This design comes from an exercise in tuning for small area, a short achievable clock period and few clock cycles per item on the open sky130 flow, not from production work. The RTL was checked by simulation tests, not by an equivalence proof against the original design. Power is estimated from default activity; no workload was simulated.

run 1:
==> module mp_mul_sched, before the edit <==
module mp_mul_sched #(
    parameter int WIDTH = rsa_pkg::DEF_WIDTH,
    parameter int LIMBS = rsa_pkg::DEF_LIMBS
) (
    input  logic                     clk,
    input  logic                     rst,
    input  logic                     start,
    input  logic [LIMBS*WIDTH-1:0]   op_a,
    input  logic [LIMBS*WIDTH-1:0]   op_b,
    output logic                     busy,
    output logic                     done,
    output logic [2*LIMBS*WIDTH-1:0] result,
    output logic [WIDTH-1:0]         mul_a,
    output logic [WIDTH-1:0]         mul_b,
    input  logic [WIDTH-1:0]         mul_lo,
    input  logic [WIDTH-1:0]         mul_hi
);
    localparam int OPW   = LIMBS * WIDTH;
    localparam int NPAIR = LIMBS * LIMBS;
    localparam int FIRST = 4;                  
    localparam int LAST  = NPAIR + FIRST - 1;  
    localparam int CW    = $clog2(LAST + 2);
    logic                     busy_q, done_q;
    logic [CW-1:0]            cnt_q;
    logic                     acc_q, sh_q, m_q, pm_q, z_q;
    logic [OPW-1:0]           ar_q;
    logic [OPW-1:0]           b_q;
    logic [(LIMBS-1)*WIDTH-1:0] fifo_q;
    logic [WIDTH-1:0]         cy_q;
    logic [WIDTH:0]           u_q;
    logic [WIDTH-1:0]         h_q;
    logic [WIDTH-1:0]         pop_n, ua, cz, push, hi, h1, h2, hs0, hs1;
    logic [WIDTH-2:0]         hc;
    logic [WIDTH:0]           u_n, lsum;
    function automatic logic [WIDTH:0] pp_add(input logic [WIDTH-1:0] a,
                                              input logic [WIDTH-1:0] b);
        logic [WIDTH-1:0] g, p, gn, pn;
        g = a & b;
        p = a ^ b;
        for (int d = 1; d < WIDTH; d = d * 2) begin
            gn = g;
            pn = p;
            for (int i = d; i < WIDTH; i++) begin
                gn[i] = g[i] | (p[i] & g[i-d]);
                pn[i] = p[i] & p[i-d];
            end
            g = gn;
            p = pn;
        end
        pp_add = {g[WIDTH-1], (a ^ b) ^ {g[WIDTH-2:0], 1'b0}};
    endfunction
    function automatic logic [WIDTH-1:0] pp_and(input logic [WIDTH-1:0] a);
        logic [WIDTH-1:0] c;
        c = a;
        for (int l = 0; (1 << l) < WIDTH; l++)
            for (int i = 0; i < WIDTH; i++)
                if ((i >> l) & 1) c[i] = c[i] & c[((i >> l) << l) - 1];
        pp_and = c;
    endfunction
    always_ff @(posedge clk) begin
        if (rst) begin
            busy_q <= 1'b0;
            done_q <= 1'b0;
            cnt_q  <= '0;
            acc_q  <= 1'b0;
            sh_q   <= 1'b0;
            m_q    <= 1'b0;
            pm_q   <= 1'b0;
            z_q    <= 1'b0;
        end else if (start && !busy_q) begin
            busy_q <= 1'b1;
            done_q <= 1'b0;
            cnt_q  <= CW'(1);
            acc_q  <= 1'b0;
            sh_q   <= 1'b0;
            m_q    <= 1'b0;
            pm_q   <= 1'b1;
            z_q    <= 1'b0;
        end else if (busy_q) begin
            cnt_q  <= cnt_q + CW'(1);
            acc_q  <= (cnt_q >= CW'(FIRST - 1)) && (cnt_q < CW'(LAST));
            sh_q   <= (cnt_q >= CW'(FIRST - 1)) && (cnt_q < CW'(LAST - LIMBS + 1)) &&
                      (((cnt_q + CW'(1) - CW'(FIRST)) % LIMBS) == 0);
            m_q    <= ((cnt_q + CW'(1) - CW'(FIRST)) % LIMBS) == 0;
            pm_q   <= cnt_q < CW'(FIRST - 2 + LIMBS);
            z_q    <= cnt_q == CW'(FIRST - 1);
            if (cnt_q == CW'(LAST)) begin
                busy_q <= 1'b0;
                done_q <= 1'b1;
            end
        end else begin
            done_q <= 1'b0;
            acc_q  <= 1'b0;
        end
    end
    always_comb begin
        pop_n = pm_q ? '0 : fifo_q[2*WIDTH-1:WIDTH];
        u_n   = pp_add(mul_lo, pop_n);
        ua    = m_q ? '0 : u_q[WIDTH-1:0];
        cz    = z_q ? '0 : cy_q;
        lsum  = pp_add(ua, cz);
        push  = lsum[WIDTH-1:0];
        hc    = pp_and({h_q[WIDTH-2:1], 1'b1});
        h1    = h_q ^ {hc & {(WIDTH-1){h_q[0]}}, 1'b1};
        h2    = h_q ^ {hc, 1'b0};
        hs0   = u_q[WIDTH] ? h1 : h_q;
        hs1   = u_q[WIDTH] ? h2 : h1;
        hi    = lsum[WIDTH] ? hs1 : hs0;
    end
    always_ff @(posedge clk) begin
        u_q <= u_n;
        h_q <= mul_hi;
        if (!busy_q) b_q <= op_b;
        else         b_q <= {b_q[WIDTH-1:0], b_q[OPW-1:WIDTH]};
        if (!busy_q) begin
            if (start) ar_q <= op_a;
        end else begin
            if (sh_q) ar_q <= {u_q[WIDTH-1:0], ar_q[OPW-1:WIDTH]};
            if (acc_q) begin
                fifo_q <= {push, fifo_q[(LIMBS-1)*WIDTH-1:WIDTH]};
                cy_q   <= hi;
            end
        end
    end
    assign busy   = busy_q;
    assign done   = done_q;
    assign result = {cy_q, fifo_q, ar_q};
    assign mul_a  = ar_q[WIDTH-1:0];
    assign mul_b  = b_q[WIDTH-1:0];
endmodule
clock: 7.0 ns
lec_check: 0
abc_clock_period_in_ps: 2000
cap_margin: 20
core_margin: 2
core_utilization: 60
setup_slack_margin: 3.9
slew_margin: 20
standard.sh (not shown) runs the stock make flow with config.mk's settings and CLKGATE_MAP_FILE= SYNTH_SCRIPT=/design/flow/synth_recipe.tcl, a recipe that flattens the netlist after the stock synthesis.
==> flow/flow/run.sh <==
#!/bin/bash
# Standard layout, with every port buffered by the smallest buffer cell and a
# clock tree of fewer, larger sink clusters without dummy loads.
set -euo pipefail
bash standard.sh 'BUFFER_PORTS_ARGS=-buffer_cell sky130_fd_sc_hd__buf_1' \
  'CTS_ARGS=-sink_clustering_enable -repair_clock_nets -buf_list {sky130_fd_sc_hd__clkbuf_8} -sink_clustering_size 16 -sink_clustering_max_diameter 60 -dont_use_dummy_load' \
  finish > layout.log 2>&1
Testbench counts of run 1, summed over its fixed seeds: cycles 19,200, items 960.
--- input diff run 1..run 3 ---
--- a/flow/design.v
+++ b/flow/design.v
@@ -71,14 +71,13 @@
     logic [OPW-1:0]           ar_q;
     logic [OPW-1:0]           b_q;
     logic [(LIMBS-1)*WIDTH-1:0] fifo_q;
     logic [WIDTH-1:0]         cy_q;
     logic [WIDTH:0]           u_q;
     logic [WIDTH-1:0]         h_q;
-    logic [WIDTH-1:0]         pop_n, ua, cz, push, hi, h1, h2, hs0, hs1;
-    logic [WIDTH-2:0]         hc;
+    logic [WIDTH-1:0]         pop_n, ua, cz, push, hi, h1, h2, h2t, hs0, hs1;
     logic [WIDTH:0]           u_n, lsum;
     function automatic logic [WIDTH:0] pp_add(input logic [WIDTH-1:0] a,
                                               input logic [WIDTH-1:0] b);
         logic [WIDTH-1:0] g, p, gn, pn;
         g = a & b;
         p = a ^ b;
@@ -91,19 +90,21 @@
             end
             g = gn;
             p = pn;
         end
         pp_add = {g[WIDTH-1], (a ^ b) ^ {g[WIDTH-2:0], 1'b0}};
     endfunction
-    function automatic logic [WIDTH-1:0] pp_and(input logic [WIDTH-1:0] a);
-        logic [WIDTH-1:0] c;
-        c = a;
-        for (int l = 0; (1 << l) < WIDTH; l++)
-            for (int i = 0; i < WIDTH; i++)
-                if ((i >> l) & 1) c[i] = c[i] & c[((i >> l) << l) - 1];
-        pp_and = c;
+    function automatic logic [WIDTH-1:0] pp_inc(input logic [WIDTH-1:0] a);
+        logic [WIDTH-1:0] c, cn;
+        c = {a[WIDTH-2:0], 1'b1};
+        for (int d = 1; d < WIDTH; d = d * 2) begin
+            cn = c;
+            for (int i = d; i < WIDTH; i++) cn[i] = c[i] & c[i-d];
+            c = cn;
+        end
+        pp_inc = a ^ c;
     endfunction
     always_ff @(posedge clk) begin
         if (rst) begin
             busy_q <= 1'b0;
             done_q <= 1'b0;
             cnt_q  <= '0;
@@ -142,15 +143,15 @@
         pop_n = pm_q ? '0 : fifo_q[2*WIDTH-1:WIDTH];
         u_n   = pp_add(mul_lo, pop_n);
         ua    = m_q ? '0 : u_q[WIDTH-1:0];
         cz    = z_q ? '0 : cy_q;
         lsum  = pp_add(ua, cz);
         push  = lsum[WIDTH-1:0];
-        hc    = pp_and({h_q[WIDTH-2:1], 1'b1});
-        h1    = h_q ^ {hc & {(WIDTH-1){h_q[0]}}, 1'b1};
-        h2    = h_q ^ {hc, 1'b0};
+        h1    = pp_inc(h_q);
+        h2t   = pp_inc({1'b0, h_q[WIDTH-1:1]});
+        h2    = {h2t[WIDTH-2:0], h_q[0]};
         hs0   = u_q[WIDTH] ? h1 : h_q;
         hs1   = u_q[WIDTH] ? h2 : h1;
         hi    = lsum[WIDTH] ? hs1 : hs0;
     end
     always_ff @(posedge clk) begin
         u_q <= u_n;
Findings:
- Going from run 1 to run 3, data arrival time at the worst-slack endpoint went down; first-pass iteration count of the detailed router went up.
- Comparing run 1 and run 3, the lower antenna diode count was measured on run 3.
- Taking run 1 as the reference, in run 3 final worst-path setup slack now sits higher; cell internal power dissipation now sits lower.
- Taking run 1 as the reference, in run 3 total number of placement rows did not really move, synthesized-area fraction occupied by xor and xnor cells did not really move, number of cells produced by synthesis went up.
- Looking at clock tree buffer count of the final layout across run 1 and run 3, the one that comes out higher is run 1.
- The wire length of the first global-routing pass was comparable across run 1 and run 3.
Testbench counts of run 3, summed over its fixed seeds: cycles 19,200, items 960.

[re-timing with driven ports]
The results above use ideal ports. As a check the final layouts listed here were re-extracted and re-timed, cells and wires unchanged. Step 1 (the two cells are an assumption about what drives the block):
set clk [get_ports {clk}]
set_driving_cell -lib_cell sky130_fd_sc_hd__clkbuf_16 $clk
set_driving_cell -lib_cell sky130_fd_sc_hd__buf_2 [delete_from_list [all_inputs] $clk]
Step 2 times the ports against the registers' clock, not the clock port: input delays grow and output delays shrink by t, the midpoint of the rising clock arrivals with the driver on. Slacks: no drivers / after step 1 / after step 2; pairs: no drivers / after step 1.
run | t, ns | setup WS [ns] | clock arrival spread, ns | worst slew at a driven data input, ns
run 1 | 0.589 | 3.800 / 3.800 / 3.386 | 0.105 / 0.104 | 0.16
run 3 | 0.615 | 3.855 / 3.855 / 3.241 | 0.066 / 0.065 | 0.14
After both steps setup and hold are still met in every run listed. For run 3, which loses most, drivers alone change the setup slack by 0.000 ns; drivers and shift together by -0.614 ns.
